Context: an optimization exercise on an open-source flow, tuned for small area and a short achievable clock period. The choices shown serve that exercise and are no tape-out recipe. The RTL was checked by simulation tests, not by an equivalence proof against the original design.

==> flow/design.v, too long to show whole: its modules and the start of the top module <==
// module conv_mac: 3024 lines
// module conv_top: 186 lines
module conv_top (
    input  logic                 clk,
    input  logic                 rst_n,
    input  logic                 in_valid,
    input  logic [2-1:0][8-1:0] in_data,
    input  logic                 coef_wr,
    input  conv_pkg::chan_idx_t  coef_chan,
    input  conv_pkg::tap_idx_t   coef_addr,
    input  conv_pkg::coeff_t     coef_data,
    output logic                 out_valid,
    output logic [2-1:0][24-1:0] out_data
);
  // ...
==> flow/flow/run.sh <==
#!/bin/bash
# Standard layout, with one netlist clean-up between synthesis and floorplan:
# flow/polarity.py flips full-adder cells (a full adder fed complemented
# inputs gives complemented outputs) to drop the inverters synthesis leaves
# between them. Registers and every other cell are untouched.
set -euo pipefail
R=orfs/results/$FLOW_PLATFORM/conv_top/base
bash standard.sh synth > synth.log 2>&1
cp $R/1_2_yosys.v synth_netlist.v
python3 flow/polarity.py synth_netlist.v $R/1_2_yosys.v > polarity.log 2>&1
bash standard.sh finish > layout.log 2>&1
==> flow/flow/polarity.py <==
#!/usr/bin/env python3
"""Remove inverters around full adders in a Yosys gate netlist.

A full adder is self-dual: FA(~a,~b,~c) = (~sum, ~cout). Each fa cell may be
flipped (fed complemented inputs, so it yields complemented outputs); a local
search picks flips that minimise the inverters needed, then the netlist is
rewritten with one inverter per net whose complement some load needs.

usage: polarity.py IN.v OUT.v
"""
import re
import sys
import collections

FA = 'sky130_fd_sc_hd__fa_'
INV = ('sky130_fd_sc_hd__inv_', 'sky130_fd_sc_hd__clkinv_')
OUTPINS = {'X', 'Y', 'Q', 'Q_N', 'SUM', 'COUT', 'HI', 'LO'}

src = open(sys.argv[1]).read()
m = re.search(r'\bmodule\s+(\S+)\s*\(', src)
# split module body into statements; cells are "TYPE NAME ( .P(n), ... );"
cell_re = re.compile(r'^\s*(sky130_fd_sc_hd__\w+)\s+(\S+)\s*\((.*?)\);\s*$', re.S | re.M)
pin_re = re.compile(r'\.(\w+)\(\s*(.*?)\s*\)(?=\s*,|\s*$)', re.S)

cells = []
for mm in cell_re.finditer(src):
    ty, nm, body = mm.group(1), mm.group(2), mm.group(3)
    pins = [(p, ' '.join(n.split())) for p, n in pin_re.findall(body)]
    cells.append([ty, nm, pins, mm.start(), mm.end()])

drv = {}
for i, (ty, nm, pins, a, b) in enumerate(cells):
    for p, n in pins:
        if p in OUTPINS:
            drv[n] = (i, p)

# inverter outputs -> their input
invof = {}
for i, (ty, nm, pins, a, b) in enumerate(cells):
    if ty.startswith(INV):
        d = dict(pins)
        invof[d['Y']] = d['A']


def base(n):
    """(signal, parity) with inverters stripped"""
    par = 0
    while n in invof:
        n = invof[n]
        par ^= 1
    return n, par


isfa = [c[0].startswith(FA) for c in cells]
# loads: list of (cell index, pin, signal, parity); inverter cells are dropped
loads = []
for i, (ty, nm, pins, a, b) in enumerate(cells):
    if ty.startswith(INV):
        continue
    for p, n in pins:
        if p in OUTPINS:
            continue
        s, par = base(n)
        loads.append((i, p, s, par))
# nets that leave the module through ports or assigns keep their polarity
port_nets = set()
for mm in re.finditer(r'^\s*assign\s+(.*?)\s*=\s*(.*?);', src, re.M):
    port_nets.add(' '.join(mm.group(2).split()))
    port_nets.add(' '.join(mm.group(1).split()))

# signal driven by FA k has physical phase f[k]
sig_fa = {}
for s, (i, p) in drv.items():
    if isfa[i]:
        sig_fa[s] = i
f = [0] * len(cells)
by_sig = collections.defaultdict(list)  # signal -> [(load cell, needed parity)]
for (i, p, s, par) in loads:
    by_sig[s].append((i, par))
fa_in = collections.defaultdict(set)  # FA -> signals it reads
fa_out = collections.defaultdict(set)
for (i, p, s, par) in loads:
    if isfa[i]:
        fa_in[i].add(s)
for s, i in sig_fa.items():
    fa_out[i].add(s)
# an inverted signal that is ALSO used via an assign/port must exist uninverted


def phys(s):
    i = sig_fa.get(s)
    return f[i] if i is not None else 0


def need_inv(s):
    ph = phys(s)
    for (i, par) in by_sig[s]:
        want = par ^ (f[i] if isfa[i] else 0)
        if want != ph:
            return 1
    return 0


def need_pos(s):
    """some load (or a port) needs the uncomplemented physical value while it is complemented"""
    ph = phys(s)
    if ph == 0:
        return 0
    if s in port_nets:
        return 1
    for (i, par) in by_sig[s]:
        want = par ^ (f[i] if isfa[i] else 0)
        if want != ph:
            return 1
    return 0


def cost_of(sigs):
    return sum(need_inv(s) for s in sigs) + sum(1 for s in sigs if s in port_nets and phys(s))


def local(k):
    return set(fa_in[k]) | set(fa_out[k])


before = sum(need_inv(s) for s in by_sig)
fas = [i for i in range(len(cells)) if isfa[i]]
for it in range(20):
    changed = 0
    for k in fas:
        sigs = local(k)
        c0 = cost_of(sigs)
        f[k] ^= 1
        c1 = cost_of(sigs)
        if c1 < c0:
            changed += 1
        else:
            f[k] ^= 1
    if not changed:
        break
after = sum(need_inv(s) for s in by_sig) + sum(1 for s in port_nets if phys(s))
sys.stderr.write('inverters %d -> %d (flipped %d of %d fa)\n' % (
    len(invof), after, sum(f[k] for k in fas), len(fas)))

# rewrite: drop all inverters, reconnect loads, add one inverter per complemented net
newname = {}
extra = []
cnt = 0


def esc(n):
    return n + ' ' if n.startswith('\\') else n


def comp(s):
    global cnt
    if s not in newname:
        w = 'polinv_n%d' % cnt
        cnt += 1
        newname[s] = w
        extra.append('  wire %s;\n  sky130_fd_sc_hd__inv_1 polinv_%d (\n    .A(%s),\n    .Y(%s)\n  );\n' % (w, cnt, esc(s), w))
    return newname[s]


out = []
pos = 0
for i, (ty, nm, pins, a, b) in enumerate(cells):
    out.append(src[pos:a])
    pos = b
    if ty.startswith(INV):
        # keep inverters driving ports/assign nets unchanged
        y = dict(pins)['Y']
        if y in port_nets:
            s, par = base(y)
            if phys(s) ^ par:
                out.append('  assign %s = %s;\n' % (esc(y), esc(s)))
            else:
                out.append('  %s %s (\n    .A(%s),\n    .Y(%s)\n  );\n' % ('sky130_fd_sc_hd__inv_1', nm, esc(s), esc(y)))
        continue
    conns = []
    for p, n in pins:
        if p in OUTPINS:
            conns.append((p, n))
            continue
        s, par = base(n)
        want = par ^ (f[i] if isfa[i] else 0)
        conns.append((p, s if want == phys(s) else comp(s)))
    out.append('  %s %s (\n%s\n  );\n' % (ty, nm, ',\n'.join('    .%s(%s)' % (p, esc(n)) for p, n in conns)))
out.append(src[pos:])
res = ''.join(out)
# ports / assigns reading a complemented FA output
for s in port_nets:
    if phys(s) and s in sig_fa:
        raise SystemExit('port net %s complemented' % s)
k = res.rindex('endmodule')
res = res[:k] + ''.join(extra) + res[k:]
open(sys.argv[2], 'w').write(res)
==> flow/standard.sh <==
#!/bin/bash
# synth_recipe.tcl (not shown) runs the flow's synth.tcl, then flattens the netlist and writes it again
# the make line also repeats each setting of config.mk as NAME=value (left out here)
make -C /OpenROAD-flow-scripts/flow DESIGN_CONFIG=/design/flow/config.mk WORK_HOME=/design/flow/orfs CLKGATE_MAP_FILE= SYNTH_SCRIPT=/design/flow/synth_recipe.tcl "${@:-finish}"
==> flow/config.mk <==
export PLATFORM = sky130hd
export DESIGN_NAME = conv_top
export DESIGN_NICKNAME = conv_top
export VERILOG_FILES = /design/flow/design.v
export SDC_FILE = /design/flow/constraint.sdc
export NUM_CORES = 4
export LEC_CHECK = 0
export ABC_CLOCK_PERIOD_IN_PS = 3200
export CAP_MARGIN = 20
export CORE_MARGIN = 2
export CORE_UTILIZATION = 40
export SETUP_SLACK_MARGIN = 4.0
export SLEW_MARGIN = 20
export TNS_END_PERCENT = 100
==> flow/constraint.sdc <==
create_clock -name core_clock -period 7.5 [get_ports {clk}]
set_input_delay 1.5000 -clock core_clock [delete_from_list [all_inputs] [get_ports {clk}]]
set_output_delay 1.5000 -clock core_clock [all_outputs]
set_load 0.01 [all_outputs]
==> summary.md, run 1 <==
| Metric | Value |
|---|---|
| Die area | `0.264 mm²` |
| Clk pin slew, worst setup/hold paths | `0.06 ns` |
| Wire length on met2 | `135000 µm` |
| Syn_nets | `9635` |
| Post-CTS sizing | `25` |
| CTS root buf | `clkbuf_16` |
| WP depth | `6` |
| Max_slew headroom | `0.205` |
| Sequential cell area share | `0.401` |
| Most frequent cells in the layout | `fa_1 (1635), nand2_1 (935), and2_1 (905)` |
| Slew Limit Fails | `0` |
| Total CTS buffers | `196` |
| Layout Cells excl Fill | `11475` |
| Outcome | `finished clean` |
| Fill cells | `23194` |
| Critical Path Fanout Max | `10` |
| Hold slack | `0.303 ns` |
| Slowest stage delay, CP | `0.76 ns` |
| Critical path arrival | `4.22 ns` |
| Initial Util | `0.401` |
| Multi-input gate area | `0.0538 mm²` |
| CP Class | `reg2reg` |
| Core area | `0.259 mm²` |
| Kind of cell adding the most delay to the critical path | `adder cells` |
| Clk Latency, worst-skew pair | `0.89 ns` |
==> run 2, diff against run 1 <==
--- a/flow/config.mk
+++ b/flow/config.mk
@@ -7,3 +7,3 @@
 export LEC_CHECK = 0
-export ABC_CLOCK_PERIOD_IN_PS = 3200
+export ABC_CLOCK_PERIOD_IN_PS = 3000
 export CAP_MARGIN = 20
@@ -11,3 +11,3 @@
 export CORE_UTILIZATION = 40
-export SETUP_SLACK_MARGIN = 4.0
+export SETUP_SLACK_MARGIN = 4.4
 export SLEW_MARGIN = 20
==> run 2 against run 1 <==
Effect of this change: still clean on timing, DRC and antenna; global-route usage up 0.97 points; critical path depth unchanged; clock skew about the same; final area up 5.9%; area after synthesis unchanged; highest routed layer unchanged; sequential cell count unchanged; cell count up 4.5%; first-iteration DRC count up 3.4%; synthesized cell count unchanged; non-clock buffer count up 512.
==> summary.md, run 2 <==
| Metric | Value |
|---|---|
| Die area | `0.264 mm² (unchanged)` |
| RSZ-0062 raised after global routing | `yes` |
| Core area | `0.259 mm² (unchanged)` |
| Critical Path Fanout Max | `10 (unchanged)` |
| Post-Syn Instances | `7924` |
| Post-DP HPWL | `257000 µm` |
| Total CTS buffers | `196 (unchanged)` |
| Mapped Area | `0.104 mm²` |
| Layout Cells excl Fill | `11989 (+4.5%)` |
| Crit share post-route | `0.433` |
| Vias/cell | `5.49` |
| Most frequent cells in the layout | `fa_1 (1324), nand2_1 (917), and2_1 (839)` |
| Largest register FFs | `528` |
| Layout cells sized above 1 | `0.232` |
| Syn. warnings | `4` |
| IO Pins | `83` |
| Setup_tns | `0 ns` |
| Commonest non-fill, non-tap cell in the layout | `fa_1` |
| Initial antenna violation count | `41` |
| CP Class | `reg2reg` |
| Placed cell count | `11006` |
| Slew Limit Fails | `0 (unchanged)` |
| Worst Setup End Kind | `flop` |
| DRT Pass-1 Iters | `8` |
| Critical path arrival | `3.95 ns (-0.27 ns)` |
| Longest Clk Path Bufs | `4` |
| Routed Antenna Nets | `0` |
| Outcome | `finished clean` |
| CP Launch Type | `flop` |
| Clk Latency, worst-skew pair | `0.90 ns (about the same)` |
| CTS tree | `yes` |
| Fill cells | `22651 (-2.3%)` |
| Max-Cap Viols | `0` |
| DR iter-0 viols | `7989` |
| Largest net degree at the start of global routing | `210` |
| Routability Congestion | `1.02` |
| Row count | `187` |
| CTS hold repair buffers | `0` |
| CP Data Required Time | `8.20 ns` |
| Initial Util | `0.401 (unchanged)` |
| Post-layout min period | `3.25 ns` |
| Area grow syn2layout | `18.1%` |
| GRT Residual Overflow | `0` |
| Sinks on Clock Net | `1805` |
| Fmax | `0.308 GHz` |
| Max_slew headroom | `0.267 (+0.0613)` |
| Nets | `10134` |
| First-pass GRT wire length | `494000 µm` |
| Slew @ Worst Pin | `1.10 ns` |
| Residual DRC | `0` |
| Layout Skew | `0.0817 ns` |
| Tightest Hold Check Type | `reg2reg` |
| Hold Violations, Final | `0` |
| Total number of vias | `65789` |
| # port buffers | `82` |
| Die extent in x | `513 µm` |
| Vias in the first global route | `67911` |
| Top flop regs | `sr: 528 flops, cur: 192 flops, oth: 192 flops` |
| Clk pin slew, worst setup/hold paths | `0.06 ns (about the same)` |
| Syn_nets | `9635 (unchanged)` |
| H-tree depth | `4` |
| Final WL | `348000 µm` |
| CTS root buf | `clkbuf_16` |
| Finish-stage setup viols | `0` |
| Post-Syn Area per Cell | `13.1 µm²` |
| Die Span Y | `513 µm` |
| Global-route usage over all layers | `0.262` |
| Avg WL per Cell | `29.0 µm` |
| Most flop-heavy register | `sr` |
run 2: worst max-delay path, cell delays in order (launching register included):
cell and delay [ns]:
dfrtp_2 0.59, nand2_1 0.12, fa_1 0.51, inv_1 0.06, fa_1 0.50, fa_2 0.75
fa_2 0.53
run 2: worst paths after layout:
kind	startpoint	to	slack (ns)	cells past startpoint
min in group asynchronous	rst_n	col[1]$_DFFE_PN0P_	0.58	1
max	cur[10]$_DFFE_PN0P_	g_ch[0].mac_i.r2_8_77$_DFF_P_	4.25	6
max reg2reg	cur[10]$_DFFE_PN0P_	g_ch[0].mac_i.r2_8_77$_DFF_P_	4.25	6
max in group asynchronous	rst_n	cur[71]$_DFFE_PN0P_	5.40	2
min	r4[3]$_DFF_P_	r4[4]$_DFF_P_	0.30	0
min reg2reg	r4[3]$_DFF_P_	r4[4]$_DFF_P_	0.30	0
run 2: area by class of cell:
class / instances / area (µm²) / area share
clock buffers: 263 / 5570 / 0.0454
inverters: 603 / 2270 / 0.0185
diodes: 8 / 20.0 / 0.000163
well taps: 3402 / 4260 / 0.0347
multi-input cells: 5077 / 54900 / 0.447
repair buffers: 740 / 7970 / 0.0650
clock inverters: 91 / 1090 / 0.00892
flip-flops and latches: 1805 / 46600 / 0.380
run 2: layer usage:
metal / track usage / vias to the layer above / wire length, µm
met5: 0 / - / 149
met4: 0.0719 / 18 / 9910
met3: 0.110 / 638 / 48600
met2: 0.361 / 3713 / 142000
met1: 0.378 / 34686 / 147000
li1: - / 26734 / -
run 2: metrics by stage:
step           hold WS (ns)  utilization  cell area (µm²)  setup slack, ns
3_3_place_gp          0.312        0.416           108000             3.47
2_1_floorplan         0.310            -           104000             1.02
3_5_place_dp          0.312        0.417           108000             3.35
4_1_cts               0.305        0.469           121000             4.28
6_report              0.305        0.474           123000             4.25
5_1_grt               0.313        0.474           123000             4.24
run 2: repair_timing:
item,in CTS,in global routing
pin swaps,171,224
setup endpoints to repair,747,550
resized for setup,641,293
buffers inserted,551,64
cloned,4,1
==> run 3, diff against run 2 <==
--- a/flow/config.mk
+++ b/flow/config.mk
@@ -10,3 +10,5 @@
 export CORE_MARGIN = 2
-export CORE_UTILIZATION = 40
+export CORE_UTILIZATION = 60
+export CTS_CLUSTER_DIAMETER = 120
+export CTS_CLUSTER_SIZE = 24
 export SETUP_SLACK_MARGIN = 4.4
==> run 3 against run 2 <==
Effect of this change: still clean; synthesized cell count did not move; count of clock-buffer cells in the layout fell by 114; hold slack improved by 0.028 ns; via count fell by 0.38%; register-to-register slack got worse by 0.04 ns; cell count fell by 12%; critical path depth rose by 1; final area fell by 5.1%.
==> summary.md, run 3 <==
| Metric | Value |
|---|---|
| Clk pin slew, worst setup/hold paths | `0.10 ns (+0.04 ns)` |
| First-pass GRT wire length | `480000 µm (-2.9%)` |
| Routed Antenna Nets | `0 (unchanged)` |
| Layout cells sized above 1 | `0.206 (-0.0261)` |
| Vias in the first global route | `65635 (-3.4%)` |
| Residual DRC | `0 (unchanged)` |
| Nets | `9931 (-2.0%)` |
| DRT Pass-1 Iters | `7 (-1)` |
| DR iter-0 viols | `9068 (+14%)` |
| Largest net degree at the start of global routing | `217 (+3.3%)` |
| Worst Setup End Kind | `flop` |
| Die area | `0.176 mm² (-33%)` |
| Die extent in x | `420 µm (-18%)` |
| Kind of cell adding the most delay to the critical path | `adder cells` |
| Avg WL per Cell | `32.1 µm (+11%)` |
| H-tree depth | `3 (-1)` |
| Mapped Area | `0.104 mm² (unchanged)` |
| Fmax | `0.304 GHz (-1.1%)` |
| Initial antenna violation count | `32 (-22%)` |
| Post-Syn Area per Cell | `13.1 µm² (unchanged)` |
| Slew @ Worst Pin | `1.10 ns (-0.000259 ns)` |
| Worst path slowest cell | `fa_2` |
| IO Pins | `83 (unchanged)` |
| Most flop-heavy register | `sr` |
| Post-layout min period | `3.29 ns (+0.0360 ns)` |
| RSZ-0062 raised after global routing | `yes` |
| Post-Syn Instances | `7924 (unchanged)` |
| Slew Limit Fails | `0 (unchanged)` |
| CTS root buf | `clkbuf_16` |
| Longest Clk Path Bufs | `3 (-1)` |
| Commonest non-fill, non-tap cell in the layout | `fa_1` |
| Critical path arrival | `3.90 ns (-0.05 ns)` |
| Routability Congestion | `1.06 (+4.0%)` |
| # port buffers | `82 (unchanged)` |
| Initial Util | `0.604 (+0.203)` |
| Core area | `0.172 mm² (-34%)` |
| Max_slew headroom | `0.267 (about the same)` |
| Finish-stage setup viols | `0 (unchanged)` |
| GRT Residual Overflow | `0 (unchanged)` |
| CTS tree | `yes` |
| Max-Cap Viols | `0 (unchanged)` |
| Post-DP HPWL | `258000 µm (about the same)` |
| Row count | `152 (-19%)` |
| Sinks on Clock Net | `1805 (unchanged)` |
| Critical path buffers and inverters | `2 (+1)` |
| Vias/cell | `6.18 (+13%)` |
| Tightest Hold Check Type | `reg2reg` |
| Crit-path cells | `buf_4 > nand2_1 > fa_1 > fa_2 > inv_1 > fa_2 > fa_2` |
| Final WL | `340000 µm (-2.2%)` |
| Layout Skew | `0.0410 ns (-0.0407 ns)` |
| Crit share post-route | `0.438 (+0.00480)` |
| Hold slack | `0.332 ns (+0.0276 ns)` |
| Area grow syn2layout | `12.2%` |
| Die Span Y | `420 µm (-18%)` |
| CTS hold repair buffers | `0 (unchanged)` |
| Most frequent cells in the layout | `fa_1 (1277), nand2_1 (915), and2_1 (847)` |
| CP Launch Type | `flop` |
| Outcome | `finished clean` |
| Syn_nets | `9635 (unchanged)` |
| Critical Path Fanout Max | `5 (-5)` |
| Syn. warnings | `4 (unchanged)` |
| Slowest stage delay, CP | `0.70 ns (-0.05 ns)` |
| Hold Violations, Final | `0 (unchanged)` |
| CP Data Required Time | `8.12 ns (-0.08 ns)` |
| Top flop regs | `sr: 528 flops, cur: 192 flops, oth: 192 flops` |
| Setup_tns | `0 ns (unchanged)` |
| Global-route usage over all layers | `0.392 (+0.130)` |
| CP dominant cell by count | `fa_2` |
| Total CTS buffers | `86 (-56%)` |
| Total number of vias | `65536 (-0.38%)` |
| CP Class | `reg2reg` |
| Clk Latency, worst-skew pair | `0.76 ns (-0.14 ns)` |
| Largest register FFs | `528 (unchanged)` |
## run 3: cell types whose count changed in the layout (fill, tap and decap cells not counted), moves of 12 or more
cell	change
buf_2	-12
buf_4	-58
dlygate4sd2_1	+40
fa_2	+47
bufinv_16	-17
clkinv_2	-26
clkbuf_1	+26
clkdlybuf4s15_1	-12
buf_6	-28
fa_1	-47
clkdlybuf4s15_2	-16
clkbuf_16	-114
clkbuf_8	-26
## run 3: path summary, 6_finish.rpt
check	from	to	slack, ns	cells past startpoint
max	pm[43]$_DFFE_PP_	g_ch[0].mac_i.r2_9_97$_DFF_P_	4.21	7
min	g_ch[1].mac_i.r3_0_0$_DFF_P_	g_ch[1].mac_i.r4_0_0$_DFF_P_	0.33	0
max reg2reg	pm[43]$_DFFE_PP_	g_ch[0].mac_i.r2_9_97$_DFF_P_	4.21	7
min reg2reg	g_ch[1].mac_i.r3_0_0$_DFF_P_	g_ch[1].mac_i.r4_0_0$_DFF_P_	0.33	0
max in group asynchronous	rst_n	cur[63]$_DFFE_PN0P_	4.93	2
min in group asynchronous	rst_n	cur[18]$_DFFE_PN0P_	0.81	1
## run 3: layout make-up
type                    count  area (µm²)
fillers                 12371       55300
flip-flops and latches   1805       46600
clock buffers             149        2450
multi-input cells        5076       54900
repair buffers            648        7100
well taps                2310        2890
clock inverters             7        96.3
diodes                      5        12.5
inverters                 603        2310
## run 3: routing by layer
| layer | share of wire | vias up | GRT usage | wire length, µm |
|---|---|---|---|---|
| met5 | 0.00066 | - | 0 | 223 |
| met4 | 0.020 | 24 | 0.0726 | 6940 |
| met3 | 0.19 | 536 | 0.236 | 65500 |
| met2 | 0.38 | 4479 | 0.492 | 129000 |
| met1 | 0.41 | 34315 | 0.584 | 139000 |
| li1 | - | 26182 | - | - |
## run 3: repair_timing
item,in CTS,in global routing
gates resized for setup,545,344
setup buffers,459,71
setup endpoints to repair,1155,795
cloned,5,0
pin swaps,188,234
## run 3: per-stage QoR
| stage | area, µm² | std cells | util | worst slack (ns) |
|---|---|---|---|---|
| finish | 116000 | 10603 | 0.678 | 4.21 |
| global route | 116000 | 10599 | 0.678 | 4.20 |
| CTS | 115000 | 10527 | 0.670 | 4.28 |
| detailed placement | 106000 | 9907 | 0.619 | 3.33 |
| global placement | 106000 | 9907 | 0.619 | 3.41 |
| floorplan | 104000 | 7924 | - | 1.02 |

## static timing again, ports no longer ideal
How much do the figures lean on ideal ports? The routed layouts below were timed once more, with nothing changed but the port constraints. Step 1 sets driving cells, clkbuf_16 on the clock port and buf_2 on the other inputs (assumed; they add their load-dependent delay and slew). Step 2 adds t to the input delays and takes it off the output delays; t is the mean of the earliest and latest rising clock arrival at the registers after step 1. Input paths then give back, and output paths get back, about the clock's delay inside the block. a / b / c = ideal ports / drivers / drivers and shift; a / b = the first two.
run	t, ns	setup slack, ns	worst hold slack (ns)	latest minus earliest clock arrival (ns)
run 1	0.948	4.012 / 4.012 / 4.012	0.303 / 0.303 / 0.303	0.083 / 0.083
run 2	0.949	4.250 / 4.250 / 4.250	0.305 / 0.305 / 0.305	0.083 / 0.082
run 3	0.821	4.214 / 4.214 / 4.136	0.332 / 0.332 / 0.332	0.050 / 0.050
After both steps every run listed still meets setup and hold. For run 3, which loses most, drivers alone change the setup slack by 0.000 ns; drivers and shift together by -0.078 ns. Setup slack includes reset recovery checks.
